This design comes from an exercise in tuning for small area, a short achievable clock period and few clock cycles per item on the open sky130 flow, not from production work. At most, simulation tests tie the RTL to the original design; equivalence was not proved.

==> job 8540: inputs <==
==> flow/design.v <==
package muldiv_pkg;
  typedef enum logic [2:0] {
    OpMul    = 3'b000,
    OpMulh   = 3'b001,
    OpMulhsu = 3'b010,
    OpMulhu  = 3'b011,
    OpDiv    = 3'b100,
    OpDivu   = 3'b101,
    OpRem    = 3'b110,
    OpRemu   = 3'b111
  } op_e;
  localparam int SMul  = 0;   
  localparam int SMulX = 1;   
  localparam int SDs1  = 2;   
  localparam int SSpec = 3;   
  localparam int SDiv  = 4;   
  localparam int SFix  = 5;   
  localparam int NSt   = 6;
endpackage
module muldiv_div_iter
(
  input  logic [31:0] x_i,
  output logic        nz_o,
  output logic [4:0]  pos_o
);
  logic [15:0] v1;  logic [15:0]     p1;
  logic [7:0]  v2;  logic [7:0][1:0] p2;
  logic [3:0]  v3;  logic [3:0][2:0] p3;
  logic [1:0]  v4;  logic [1:0][3:0] p4;
  always_comb begin
    for (int i = 0; i < 16; i++) begin
      v1[i] = x_i[2*i+1] | x_i[2*i];
      p1[i] = x_i[2*i+1];
    end
    for (int i = 0; i < 8; i++) begin
      v2[i] = v1[2*i+1] | v1[2*i];
      p2[i] = v1[2*i+1] ? {1'b1, p1[2*i+1]} : {1'b0, p1[2*i]};
    end
    for (int i = 0; i < 4; i++) begin
      v3[i] = v2[2*i+1] | v2[2*i];
      p3[i] = v2[2*i+1] ? {1'b1, p2[2*i+1]} : {1'b0, p2[2*i]};
    end
    for (int i = 0; i < 2; i++) begin
      v4[i] = v3[2*i+1] | v3[2*i];
      p4[i] = v3[2*i+1] ? {1'b1, p3[2*i+1]} : {1'b0, p3[2*i]};
    end
    nz_o  = v4[1] | v4[0];
    pos_o = v4[1] ? {1'b1, p4[1]} : {1'b0, p4[0]};
  end
endmodule
module muldiv_unit
#(
  parameter int unsigned XLEN = 32
) (
  input  logic            clk,
  input  logic            rst,
  input  logic            in_valid,
  output logic            in_ready,
  input  logic [2:0]      op,
  input  logic [XLEN-1:0] rs1_data,
  input  logic [XLEN-1:0] rs2_data,
  input  logic [4:0]      rd_in,
  input  logic            flush,
  output logic            out_valid,
  input  logic            out_ready,
  output logic [XLEN-1:0] result,
  output logic [4:0]      rd_out,
  output logic            err
);
  localparam int SMul  = muldiv_pkg::SMul;
  localparam int SMulX = muldiv_pkg::SMulX;
  localparam int SDs1  = muldiv_pkg::SDs1;
  localparam int SSpec = muldiv_pkg::SSpec;
  localparam int SDiv  = muldiv_pkg::SDiv;
  localparam int SFix  = muldiv_pkg::SFix;
  localparam int NSt   = muldiv_pkg::NSt;
  logic [NSt-1:0] st_q, st_d;     
  logic        fin_q, fin_d;      
  logic        ov_q, ov_d;        
  logic        rdy_q, rdy_d;      
  logic [4:0]  cnt_q, cnt_d;
  logic [2:0]  jop_q;
  logic [4:0]  jrd_q;
  logic [33:0] md_q, md_d;     
  logic [33:0] acc_q, acc_d;   
  logic [31:0] lo_q, lo_d;     
  logic        neg_q, neg_d;   
  logic        one0_q, two0_q, neg0_q, one1_q, two1_q, neg1_q, inv_q;
  logic        one0_d, two0_d, neg0_d, one1_d, two1_d, neg1_d, inv_d;
  logic        one2_q, two2_q, neg2_q, one3_q, two3_q, neg3_q;
  logic        one2_d, two2_d, neg2_d, one3_d, two3_d, neg3_d;
  logic [31:0] res_q;
  logic [4:0]  rrd_q;
  logic j_rem, j_signed, j_lo, j_ux;
  assign j_rem    = jop_q[1];                
  assign j_signed = ~jop_q[0];               
  assign j_lo     = (jop_q[1:0] == 2'b00);   
  assign j_ux     = jop_q[1];                
  logic [34:0] x0, x1, x2, x3, pp0, pp1, pp2, pp3;
  logic [41:0] ra, rb, rc, rd, re, rn, s1, c1, w1, k1, s2, c2, s3, c3, t;
  assign x0  = one0_q ? {md_q[33], md_q} : (two0_q ? {md_q, 1'b0} : 35'd0);
  assign x1  = one1_q ? {md_q[33], md_q} : (two1_q ? {md_q, 1'b0} : 35'd0);
  assign x2  = one2_q ? {md_q[33], md_q} : (two2_q ? {md_q, 1'b0} : 35'd0);
  assign x3  = one3_q ? {md_q[33], md_q} : (two3_q ? {md_q, 1'b0} : 35'd0);
  assign pp0 = x0 ^ {35{neg0_q}};
  assign pp1 = x1 ^ {35{neg1_q}};
  assign pp2 = x2 ^ {35{neg2_q}};
  assign pp3 = x3 ^ {35{neg3_q}};
  assign ra  = {{8{acc_q[33]}}, acc_q} ^ {42{inv_q}};
  assign rb  = {{7{pp0[34]}}, pp0};
  assign rc  = {{5{pp1[34]}}, pp1, 2'b00};
  assign rd  = {{3{pp2[34]}}, pp2, 4'b0000};
  assign re  = {{1{pp3[34]}}, pp3, 6'b000000};
  assign rn  = {35'd0, neg3_q, 1'b0, neg2_q, 1'b0, neg1_q, 2'b00};
  logic        dv, sub1, sub2;
  logic [33:0] u1;
  logic [41:0] rf;
  assign dv  = st_q[SDiv];
  assign rf  = {42{dv}} & ({{8{md_q[33]}}, md_q} ^ {42{sub2}});
  assign s1  = ra ^ rb ^ rc;
  assign c1  = (((ra & rb) | (ra & rc) | (rb & rc)) << 1) | {41'd0, neg0_q};
  assign w1  = rd ^ re ^ rn;
  assign k1  = (((rd & re) | (rd & rn) | (re & rn)) << 1) | rf;
  assign s2  = s1 ^ c1 ^ w1;
  assign c2  = ((s1 & c1) | (s1 & w1) | (c1 & w1)) << 1;
  assign s3  = s2 ^ c2 ^ k1;
  assign c3  = ((s2 & c2) | (s2 & k1) | (c2 & k1)) << 1;
  assign t   = s3 + c3 + {41'd0, inv_q | (dv & sub2)};
  function automatic logic [2:0] booth(input logic h, input logic m, input logic l);
    booth = {m ^ l, (h & ~m & ~l) | (~h & m & l), h & ~(m & l)};
  endfunction
  logic        neg_a, neg_b, bz, special;
  logic [31:0] xa, xb;
  logic        nz_a, nz_b;
  logic [4:0]  pos_a, pos_b;
  logic [6:0]  nd;
  logic [4:0]  nsh;
  logic [33:0] dsh;
  assign neg_a = md_q[33];
  assign neg_b = j_signed & lo_q[31];
  assign xa    = md_q[31:0] ^ {32{neg_a}};
  assign xb    = lo_q ^ {32{neg_b}};
  muldiv_div_iter u_len_a (.x_i(xa), .nz_o(nz_a), .pos_o(pos_a));
  muldiv_div_iter u_len_b (.x_i(xb), .nz_o(nz_b), .pos_o(pos_b));
  assign nd      = (nz_a ? {2'b0, pos_a} + 7'd1 : 7'd0) + {6'd0, neg_a}
                 - (nz_b ? {2'b0, pos_b} + 7'd1 : 7'd0);
  assign bz      = (lo_q == '0);
  assign special = bz | nd[6];
  assign nsh     = nd[5] ? 5'd31 : (nd[4:0] | 5'd1);
  assign dsh     = {neg_b, neg_b, lo_q} << {nsh[4:1], 1'b0};
  logic [31:0] quo_next;
  assign sub1 = ~(acc_q[33] ^ md_q[33]);
  assign u1   = acc_q + ({md_q[32:0], 1'b0} ^ {34{sub1}}) + {33'd0, sub1};
  assign sub2 = ~(u1[33] ^ md_q[33]);
  assign quo_next = {lo_q[29:0], ~u1[33], ~t[33]};
  logic wr, hold, load, a_signed;
  assign wr       = fin_q & ~ov_q;
  assign hold     = fin_q & ov_q;     
  assign load     = rdy_q;            
  assign in_ready = rdy_q;
  assign a_signed = rs1_data[31] & ((op == 3'd1) | (op == 3'd2) | (op == 3'd4) | (op == 3'd6));
  logic [31:0] res_d;
  always_comb begin
    res_d = t[31:0];
    if (st_q[SMul])  res_d = j_lo ? {t[7:0], lo_q[31:8]} : t[39:8];
    if (st_q[SSpec]) res_d = lo_q;
    if (st_q[SDiv])  res_d = quo_next;
  end
  always_comb begin
    st_d  = st_q;
    fin_d = 1'b0;
    cnt_d = cnt_q;
    md_d  = md_q;
    acc_d = acc_q;
    lo_d  = lo_q;
    neg_d = neg_q;
    {one0_d, two0_d, neg0_d} = 3'b100;
    {one1_d, two1_d, neg1_d} = 3'b000;
    {one2_d, two2_d, neg2_d} = 3'b000;
    {one3_d, two3_d, neg3_d} = 3'b000;
    inv_d = 1'b0;
    if (st_q[SMul]) begin
      acc_d = t[41:8];
      lo_d  = {t[7:0], lo_q[31:8]};
      cnt_d = cnt_q - 5'd1;
      {one0_d, two0_d, neg0_d} = booth(lo_q[9], lo_q[8], lo_q[7]);
      {one1_d, two1_d, neg1_d} = booth(lo_q[11], lo_q[10], lo_q[9]);
      {one2_d, two2_d, neg2_d} = booth(lo_q[13], lo_q[12], lo_q[11]);
      {one3_d, two3_d, neg3_d} = booth(lo_q[15], lo_q[14], lo_q[13]);
      if (cnt_q == 5'd1) fin_d = ~(j_ux & lo_q[15]);
      if (cnt_q == 5'd0) begin
        st_d = '0;
        st_d[SMulX] = 1'b1;
        fin_d = 1'b1;
        {one0_d, two0_d, neg0_d} = 3'b100;
        {one1_d, two1_d, neg1_d} = 3'b000;
        {one2_d, two2_d, neg2_d} = 3'b000;
        {one3_d, two3_d, neg3_d} = 3'b000;
      end
    end
    if (st_q[SMulX]) begin
      acc_d = t[33:0];
    end
    if (st_q[SDs1]) begin
      acc_d = t[33:0];
      md_d  = dsh;
      cnt_d = {1'b0, nsh[4:1]};      
      neg_d = j_rem ? neg_a : (neg_a ^ neg_b);
      st_d  = '0;
      lo_d  = ({32{special & j_rem}} & md_q[31:0]) | {32{special & ~j_rem & bz}};
      if (special) begin
        st_d[SSpec] = 1'b1;
        fin_d = 1'b1;
      end else begin
        st_d[SDiv] = 1'b1;
        fin_d = (nsh[4:1] == 4'd0) & ~j_rem & ~(j_rem ? neg_a : (neg_a ^ neg_b));
      end
      {one0_d, two0_d, neg0_d} = {1'b0, 1'b1, ~neg_b};   
    end
    if (st_q[SDiv]) begin
      acc_d = t[33:0];
      lo_d  = quo_next;
      md_d  = {{2{md_q[33]}}, md_q[33:2]};
      cnt_d = cnt_q - 5'd1;
      {one0_d, two0_d, neg0_d} = {1'b0, 1'b1, ~(t[33] ^ md_q[33])};
      if (cnt_q == 5'd1) fin_d = ~j_rem & ~neg_q;
      if (cnt_q == 5'd0) begin
        md_d = md_q;
        st_d = '0;
        st_d[SFix] = 1'b1;
        fin_d = 1'b1;
        two0_d = 1'b0;
        if (j_rem) begin
          one0_d = t[33];
          neg0_d = t[33] & (md_q[33] ^ neg_q);
          inv_d  = neg_q;
        end else begin
          acc_d  = {2'b0, quo_next};
          one0_d = 1'b0;
          neg0_d = 1'b0;
          inv_d  = 1'b1;
        end
      end
    end
    if (wr) st_d = '0;
    if (hold) begin
      st_d  = st_q;
      fin_d = fin_q;
      cnt_d = cnt_q;
      md_d  = md_q;
      acc_d = acc_q;
      lo_d  = lo_q;
      neg_d = neg_q;
      {one0_d, two0_d, neg0_d, one1_d, two1_d, neg1_d, inv_d} =
        {one0_q, two0_q, neg0_q, one1_q, two1_q, neg1_q, inv_q};
      {one2_d, two2_d, neg2_d, one3_d, two3_d, neg3_d} =
        {one2_q, two2_q, neg2_q, one3_q, two3_q, neg3_q};
    end
    if (load) begin
      cnt_d = 5'd3;
      md_d  = {a_signed, a_signed, rs1_data};
      lo_d  = rs2_data;
      acc_d = '0;
      fin_d = 1'b0;
      st_d  = '0;
      inv_d = 1'b0;
      if (op[2]) begin
        {one0_d, two0_d, neg0_d} = {1'b1, 1'b0, a_signed};   
        {one1_d, two1_d, neg1_d} = 3'b000;
      end else begin
        {one0_d, two0_d, neg0_d} = booth(rs2_data[1], rs2_data[0], 1'b0);
        {one1_d, two1_d, neg1_d} = booth(rs2_data[3], rs2_data[2], rs2_data[1]);
        {one2_d, two2_d, neg2_d} = booth(rs2_data[5], rs2_data[4], rs2_data[3]);
        {one3_d, two3_d, neg3_d} = booth(rs2_data[7], rs2_data[6], rs2_data[5]);
      end
      if (in_valid) begin
        if (op[2]) st_d[SDs1] = 1'b1;
        else       st_d[SMul] = 1'b1;
      end
    end
    if (flush) begin
      st_d  = '0;
      fin_d = 1'b0;
    end
  end
  always_comb begin
    ov_d = ov_q;
    if (ov_q & out_ready) ov_d = 1'b0;
    if (wr) ov_d = 1'b1;
    if (flush) ov_d = 1'b0;
    rdy_d = ~|st_d | (fin_d & ~ov_d);
  end
  always_ff @(posedge clk or negedge rst) begin
    if (!rst) begin
      st_q  <= '0;
      fin_q <= 1'b0;
      ov_q  <= 1'b0;
      rdy_q <= 1'b1;
    end else begin
      st_q  <= st_d;
      fin_q <= fin_d;
      ov_q  <= ov_d;
      rdy_q <= rdy_d;
    end
  end
  always_ff @(posedge clk) begin
    cnt_q <= cnt_d;
    md_q  <= md_d;
    acc_q <= acc_d;
    lo_q  <= lo_d;
    neg_q <= neg_d;
    {one0_q, two0_q, neg0_q, one1_q, two1_q, neg1_q, inv_q} <=
      {one0_d, two0_d, neg0_d, one1_d, two1_d, neg1_d, inv_d};
    {one2_q, two2_q, neg2_q, one3_q, two3_q, neg3_q} <=
      {one2_d, two2_d, neg2_d, one3_d, two3_d, neg3_d};
    if (load) begin
      jop_q <= op;
      jrd_q <= rd_in;
    end
    if (wr) begin
      res_q <= res_d;
      rrd_q <= jrd_q;
    end
  end
  assign out_valid = ov_q;
  assign result    = res_q;
  assign rd_out    = rrd_q;
  assign err       = 1'b0;
endmodule
==> flow/run.sh <==
#!/bin/bash
# synth_recipe.tcl (not shown) runs the flow's synth.tcl, then flattens the netlist and writes it again
# the make line also repeats each setting of config.mk as NAME=value (left out here)
make -C /OpenROAD-flow-scripts/flow DESIGN_CONFIG=/design/flow/config.mk WORK_HOME=/design/flow/orfs CLKGATE_MAP_FILE= SYNTH_SCRIPT=/design/flow/synth_recipe.tcl finish
==> flow/config.mk <==
export PLATFORM = sky130hd
export DESIGN_NAME = muldiv_unit
export DESIGN_NICKNAME = muldiv_unit
export VERILOG_FILES = /design/flow/design.v
export SDC_FILE = /design/flow/constraint.sdc
export NUM_CORES = 4
export LEC_CHECK = 0
export ABC_CLOCK_PERIOD_IN_PS = 2500
export CAP_MARGIN = 20
export CORE_MARGIN = 2
export CORE_UTILIZATION = 40
export SETUP_SLACK_MARGIN = 5
export SLEW_MARGIN = 20
export TNS_END_PERCENT = 100
==> flow/constraint.sdc <==
create_clock -name core_clock -period 11.0 [get_ports {clk}]
set_input_delay 2.2000 -clock core_clock [delete_from_list [all_inputs] [get_ports {clk}]]
set_output_delay 2.2000 -clock core_clock [all_outputs]
set_load 0.01 [all_outputs]
==> inputs of job 7975, as changes to job 8540 <==
--- a/flow/design.v
+++ b/flow/design.v
@@ -14,6 +14,7 @@
   localparam int SDs1  = 2;   
-  localparam int SSpec = 3;   
-  localparam int SDiv  = 4;   
-  localparam int SFix  = 5;   
-  localparam int NSt   = 6;
+  localparam int SDs2  = 3;   
+  localparam int SSpec = 4;   
+  localparam int SDiv  = 5;   
+  localparam int SFix  = 6;   
+  localparam int NSt   = 7;
 endpackage
@@ -72,2 +73,3 @@
   localparam int SDs1  = muldiv_pkg::SDs1;
+  localparam int SDs2  = muldiv_pkg::SDs2;
   localparam int SSpec = muldiv_pkg::SSpec;
@@ -149,3 +151,3 @@
   assign nsh     = nd[5] ? 5'd31 : (nd[4:0] | 5'd1);
-  assign dsh     = {neg_b, neg_b, lo_q} << {nsh[4:1], 1'b0};
+  assign dsh     = {neg_b, neg_b, lo_q} << {cnt_q[4:1], 1'b0};
   logic [31:0] quo_next;
@@ -165,3 +167,3 @@
     if (st_q[SMul])  res_d = j_lo ? {t[7:0], lo_q[31:8]} : t[39:8];
-    if (st_q[SSpec]) res_d = lo_q;
+    if (st_q[SSpec]) res_d = j_rem ? md_q[31:0] : {32{neg_q}};
     if (st_q[SDiv])  res_d = quo_next;
@@ -205,14 +207,20 @@
       acc_d = t[33:0];
-      md_d  = dsh;
-      cnt_d = {1'b0, nsh[4:1]};      
-      neg_d = j_rem ? neg_a : (neg_a ^ neg_b);
+      cnt_d = nsh;
       st_d  = '0;
-      lo_d  = ({32{special & j_rem}} & md_q[31:0]) | {32{special & ~j_rem & bz}};
       if (special) begin
         st_d[SSpec] = 1'b1;
+        neg_d = bz;
         fin_d = 1'b1;
       end else begin
-        st_d[SDiv] = 1'b1;
-        fin_d = (nsh[4:1] == 4'd0) & ~j_rem & ~(j_rem ? neg_a : (neg_a ^ neg_b));
+        st_d[SDs2] = 1'b1;
+        neg_d = j_rem ? neg_a : (neg_a ^ neg_b);
       end
+    end
+    if (st_q[SDs2]) begin
+      md_d  = dsh;
+      lo_d  = '0;
+      cnt_d = {1'b0, cnt_q[4:1]};    
+      st_d  = '0;
+      st_d[SDiv] = 1'b1;
+      fin_d = (cnt_q[4:1] == 4'd0) & ~j_rem & ~neg_q;
       {one0_d, two0_d, neg0_d} = {1'b0, 1'b1, ~neg_b};   
==> inputs of job 5070, as changes to job 8540 <==
--- a/flow/design.v
+++ b/flow/design.v
@@ -14,6 +14,7 @@
   localparam int SDs1  = 2;   
-  localparam int SSpec = 3;   
-  localparam int SDiv  = 4;   
-  localparam int SFix  = 5;   
-  localparam int NSt   = 6;
+  localparam int SDs2  = 3;   
+  localparam int SSpec = 4;   
+  localparam int SDiv  = 5;   
+  localparam int SFix  = 6;   
+  localparam int NSt   = 7;
 endpackage
@@ -72,2 +73,3 @@
   localparam int SDs1  = muldiv_pkg::SDs1;
+  localparam int SDs2  = muldiv_pkg::SDs2;
   localparam int SSpec = muldiv_pkg::SSpec;
@@ -83,4 +85,4 @@
   logic [4:0]  jrd_q;
-  logic [33:0] md_q, md_d;     
-  logic [33:0] acc_q, acc_d;   
+  logic [32:0] md_q, md_d;     
+  logic [32:0] acc_q, acc_d;   
   logic [31:0] lo_q, lo_d;     
@@ -89,4 +91,2 @@
   logic        one0_d, two0_d, neg0_d, one1_d, two1_d, neg1_d, inv_d;
-  logic        one2_q, two2_q, neg2_q, one3_q, two3_q, neg3_q;
-  logic        one2_d, two2_d, neg2_d, one3_d, two3_d, neg3_d;
   logic [31:0] res_q;
@@ -98,32 +98,14 @@
   assign j_ux     = jop_q[1];                
-  logic [34:0] x0, x1, x2, x3, pp0, pp1, pp2, pp3;
-  logic [41:0] ra, rb, rc, rd, re, rn, s1, c1, w1, k1, s2, c2, s3, c3, t;
-  assign x0  = one0_q ? {md_q[33], md_q} : (two0_q ? {md_q, 1'b0} : 35'd0);
-  assign x1  = one1_q ? {md_q[33], md_q} : (two1_q ? {md_q, 1'b0} : 35'd0);
-  assign x2  = one2_q ? {md_q[33], md_q} : (two2_q ? {md_q, 1'b0} : 35'd0);
-  assign x3  = one3_q ? {md_q[33], md_q} : (two3_q ? {md_q, 1'b0} : 35'd0);
-  assign pp0 = x0 ^ {35{neg0_q}};
-  assign pp1 = x1 ^ {35{neg1_q}};
-  assign pp2 = x2 ^ {35{neg2_q}};
-  assign pp3 = x3 ^ {35{neg3_q}};
-  assign ra  = {{8{acc_q[33]}}, acc_q} ^ {42{inv_q}};
-  assign rb  = {{7{pp0[34]}}, pp0};
-  assign rc  = {{5{pp1[34]}}, pp1, 2'b00};
-  assign rd  = {{3{pp2[34]}}, pp2, 4'b0000};
-  assign re  = {{1{pp3[34]}}, pp3, 6'b000000};
-  assign rn  = {35'd0, neg3_q, 1'b0, neg2_q, 1'b0, neg1_q, 2'b00};
-  logic        dv, sub1, sub2;
-  logic [33:0] u1;
-  logic [41:0] rf;
-  assign dv  = st_q[SDiv];
-  assign rf  = {42{dv}} & ({{8{md_q[33]}}, md_q} ^ {42{sub2}});
-  assign s1  = ra ^ rb ^ rc;
-  assign c1  = (((ra & rb) | (ra & rc) | (rb & rc)) << 1) | {41'd0, neg0_q};
-  assign w1  = rd ^ re ^ rn;
-  assign k1  = (((rd & re) | (rd & rn) | (re & rn)) << 1) | rf;
-  assign s2  = s1 ^ c1 ^ w1;
-  assign c2  = ((s1 & c1) | (s1 & w1) | (c1 & w1)) << 1;
-  assign s3  = s2 ^ c2 ^ k1;
-  assign c3  = ((s2 & c2) | (s2 & k1) | (c2 & k1)) << 1;
-  assign t   = s3 + c3 + {41'd0, inv_q | (dv & sub2)};
+  logic [33:0] x0, x1, pp0, pp1;
+  logic [36:0] ra, rb, rc, cs_s, cs_c, t;
+  assign x0  = one0_q ? {md_q[32], md_q} : (two0_q ? {md_q, 1'b0} : 34'd0);
+  assign x1  = one1_q ? {md_q[32], md_q} : (two1_q ? {md_q, 1'b0} : 34'd0);
+  assign pp0 = x0 ^ {34{neg0_q}};
+  assign pp1 = x1 ^ {34{neg1_q}};
+  assign ra  = {{4{acc_q[32]}}, acc_q} ^ {37{inv_q}};
+  assign rb  = {{3{pp0[33]}}, pp0};
+  assign rc  = {pp1[33], pp1, neg1_q, neg0_q};
+  assign cs_s = ra ^ rb ^ rc;
+  assign cs_c = (ra & rb) | (ra & rc) | (rb & rc);
+  assign t    = cs_s + {cs_c[35:0], neg1_q} + {36'd0, neg1_q | inv_q};
   function automatic logic [2:0] booth(input logic h, input logic m, input logic l);
@@ -137,4 +119,4 @@
   logic [4:0]  nsh;
-  logic [33:0] dsh;
-  assign neg_a = md_q[33];
+  logic [32:0] dsh;
+  assign neg_a = md_q[32];
   assign neg_b = j_signed & lo_q[31];
@@ -148,9 +130,8 @@
   assign special = bz | nd[6];
-  assign nsh     = nd[5] ? 5'd31 : (nd[4:0] | 5'd1);
-  assign dsh     = {neg_b, neg_b, lo_q} << {nsh[4:1], 1'b0};
+  assign nsh     = nd[5] ? 5'd31 : nd[4:0];
+  assign dsh     = {neg_b, lo_q} << cnt_q;
+  logic        q;
   logic [31:0] quo_next;
-  assign sub1 = ~(acc_q[33] ^ md_q[33]);
-  assign u1   = acc_q + ({md_q[32:0], 1'b0} ^ {34{sub1}}) + {33'd0, sub1};
-  assign sub2 = ~(u1[33] ^ md_q[33]);
-  assign quo_next = {lo_q[29:0], ~u1[33], ~t[33]};
+  assign q        = ~t[32];
+  assign quo_next = {lo_q[30:0], q};
   logic wr, hold, load, a_signed;
@@ -164,4 +145,4 @@
     res_d = t[31:0];
-    if (st_q[SMul])  res_d = j_lo ? {t[7:0], lo_q[31:8]} : t[39:8];
-    if (st_q[SSpec]) res_d = lo_q;
+    if (st_q[SMul])  res_d = j_lo ? {t[3:0], lo_q[31:4]} : t[35:4];
+    if (st_q[SSpec]) res_d = j_rem ? md_q[31:0] : {32{neg_q}};
     if (st_q[SDiv])  res_d = quo_next;
@@ -178,14 +159,10 @@
     {one1_d, two1_d, neg1_d} = 3'b000;
-    {one2_d, two2_d, neg2_d} = 3'b000;
-    {one3_d, two3_d, neg3_d} = 3'b000;
     inv_d = 1'b0;
     if (st_q[SMul]) begin
-      acc_d = t[41:8];
-      lo_d  = {t[7:0], lo_q[31:8]};
+      acc_d = t[36:4];
+      lo_d  = {t[3:0], lo_q[31:4]};
       cnt_d = cnt_q - 5'd1;
-      {one0_d, two0_d, neg0_d} = booth(lo_q[9], lo_q[8], lo_q[7]);
-      {one1_d, two1_d, neg1_d} = booth(lo_q[11], lo_q[10], lo_q[9]);
-      {one2_d, two2_d, neg2_d} = booth(lo_q[13], lo_q[12], lo_q[11]);
-      {one3_d, two3_d, neg3_d} = booth(lo_q[15], lo_q[14], lo_q[13]);
-      if (cnt_q == 5'd1) fin_d = ~(j_ux & lo_q[15]);
+      {one0_d, two0_d, neg0_d} = booth(lo_q[5], lo_q[4], lo_q[3]);
+      {one1_d, two1_d, neg1_d} = booth(lo_q[7], lo_q[6], lo_q[5]);
+      if (cnt_q == 5'd1) fin_d = ~(j_ux & lo_q[7]);
       if (cnt_q == 5'd0) begin
@@ -196,4 +173,2 @@
         {one1_d, two1_d, neg1_d} = 3'b000;
-        {one2_d, two2_d, neg2_d} = 3'b000;
-        {one3_d, two3_d, neg3_d} = 3'b000;
       end
@@ -201,26 +176,31 @@
     if (st_q[SMulX]) begin
-      acc_d = t[33:0];
+      acc_d = t[32:0];
     end
     if (st_q[SDs1]) begin
-      acc_d = t[33:0];
-      md_d  = dsh;
-      cnt_d = {1'b0, nsh[4:1]};      
-      neg_d = j_rem ? neg_a : (neg_a ^ neg_b);
+      acc_d = t[32:0];
+      cnt_d = nsh;
       st_d  = '0;
-      lo_d  = ({32{special & j_rem}} & md_q[31:0]) | {32{special & ~j_rem & bz}};
       if (special) begin
         st_d[SSpec] = 1'b1;
+        neg_d = bz;
         fin_d = 1'b1;
       end else begin
-        st_d[SDiv] = 1'b1;
-        fin_d = (nsh[4:1] == 4'd0) & ~j_rem & ~(j_rem ? neg_a : (neg_a ^ neg_b));
+        st_d[SDs2] = 1'b1;
+        neg_d = j_rem ? neg_a : (neg_a ^ neg_b);
       end
-      {one0_d, two0_d, neg0_d} = {1'b0, 1'b1, ~neg_b};   
+    end
+    if (st_q[SDs2]) begin
+      md_d  = dsh;
+      lo_d  = '0;
+      st_d  = '0;
+      st_d[SDiv] = 1'b1;
+      fin_d = (cnt_q == 5'd0) & ~j_rem & ~neg_q;
+      neg0_d = ~neg_b;               
     end
     if (st_q[SDiv]) begin
-      acc_d = t[33:0];
+      acc_d = t[32:0];
       lo_d  = quo_next;
-      md_d  = {{2{md_q[33]}}, md_q[33:2]};
+      md_d  = {md_q[32], md_q[32:1]};
       cnt_d = cnt_q - 5'd1;
-      {one0_d, two0_d, neg0_d} = {1'b0, 1'b1, ~(t[33] ^ md_q[33])};
+      neg0_d = ~(t[32] ^ md_q[32]);  
       if (cnt_q == 5'd1) fin_d = ~j_rem & ~neg_q;
@@ -231,9 +211,8 @@
         fin_d = 1'b1;
-        two0_d = 1'b0;
         if (j_rem) begin
-          one0_d = t[33];
-          neg0_d = t[33] & (md_q[33] ^ neg_q);
+          one0_d = t[32];
+          neg0_d = t[32] & (md_q[32] ^ neg_q);
           inv_d  = neg_q;
         end else begin
-          acc_d  = {2'b0, quo_next};
+          acc_d  = {1'b0, quo_next};
           one0_d = 1'b0;
@@ -255,8 +234,6 @@
         {one0_q, two0_q, neg0_q, one1_q, two1_q, neg1_q, inv_q};
-      {one2_d, two2_d, neg2_d, one3_d, two3_d, neg3_d} =
-        {one2_q, two2_q, neg2_q, one3_q, two3_q, neg3_q};
     end
     if (load) begin
-      cnt_d = 5'd3;
-      md_d  = {a_signed, a_signed, rs1_data};
+      cnt_d = 5'd7;
+      md_d  = {a_signed, rs1_data};
       lo_d  = rs2_data;
@@ -272,4 +249,2 @@
         {one1_d, two1_d, neg1_d} = booth(rs2_data[3], rs2_data[2], rs2_data[1]);
-        {one2_d, two2_d, neg2_d} = booth(rs2_data[5], rs2_data[4], rs2_data[3]);
-        {one3_d, two3_d, neg3_d} = booth(rs2_data[7], rs2_data[6], rs2_data[5]);
       end
@@ -313,4 +288,2 @@
       {one0_d, two0_d, neg0_d, one1_d, two1_d, neg1_d, inv_d};
-    {one2_q, two2_q, neg2_q, one3_q, two3_q, neg3_q} <=
-      {one2_d, two2_d, neg2_d, one3_d, two3_d, neg3_d};
     if (load) begin
==> notes <==
Of job 5070 and job 8540, job 8540 has the higher die area (gap 27%, measured against job 8540).
The highest flip-flop and latch count belongs to job 7975, the lowest to job 5070.
The highest synthesized area belongs to job 8540, the lowest to job 5070.
==> figures <==
	job 5070	job 7975	job 8540
Number of tap cells added at floorplan	585	765	773
Clock Network Area Fraction	2.83%	2.00%	2.01%
Synthesized flop and latch total	165	173	172
Buffers inserted during post-CTS setup optimization	0	43	122
Result of the run	timing/DRC/antenna clean	timing/DRC/antenna clean	timing/DRC/antenna clean
Worst-case hold slack	0.420 ns	0.421 ns	0.423 ns
Number of global-route vias before repair	16500	23200	24800
Final period util	53.2%	60.4%	64.7%
Testbench counts of job 5070, summed over its fixed seeds: cycles 25,295, items 3,200.
The RTL of job 8540 and job 7975 was laid out without a check of its function.

what the ideal ports hide:
The flow's constraints put no driver on any port. The routed layouts listed below were extracted and timed again, unchanged, in two steps.
Step 1 sets driving cells, clkbuf_16 on the clock port and buf_2 on the other inputs (assumed; they add their load-dependent delay and slew).
Step 2, shift: input delay + t, output delay - t, t = (earliest + latest rising clock arrival at the registers) / 2. This alone moves slack from input paths to output paths.
Three values: no drivers, after step 1, after step 2; two values: the first two.
run | shift t [ns] | setup WS [ns] | slew at the worst register clock pin (ns) | pins driven straight from the clock port
job 8540 | 0.553 | 3.883 / 3.883 / 3.883 | 0.09 / 0.09 | 1
job 7975 | 0.524 | 4.357 / 4.357 / 4.357 | 0.09 / 0.09 | 1
job 5070 | 0.512 | 5.143 / 5.143 / 5.143 | 0.08 / 0.08 | 1
After both steps every run listed still meets setup and hold.
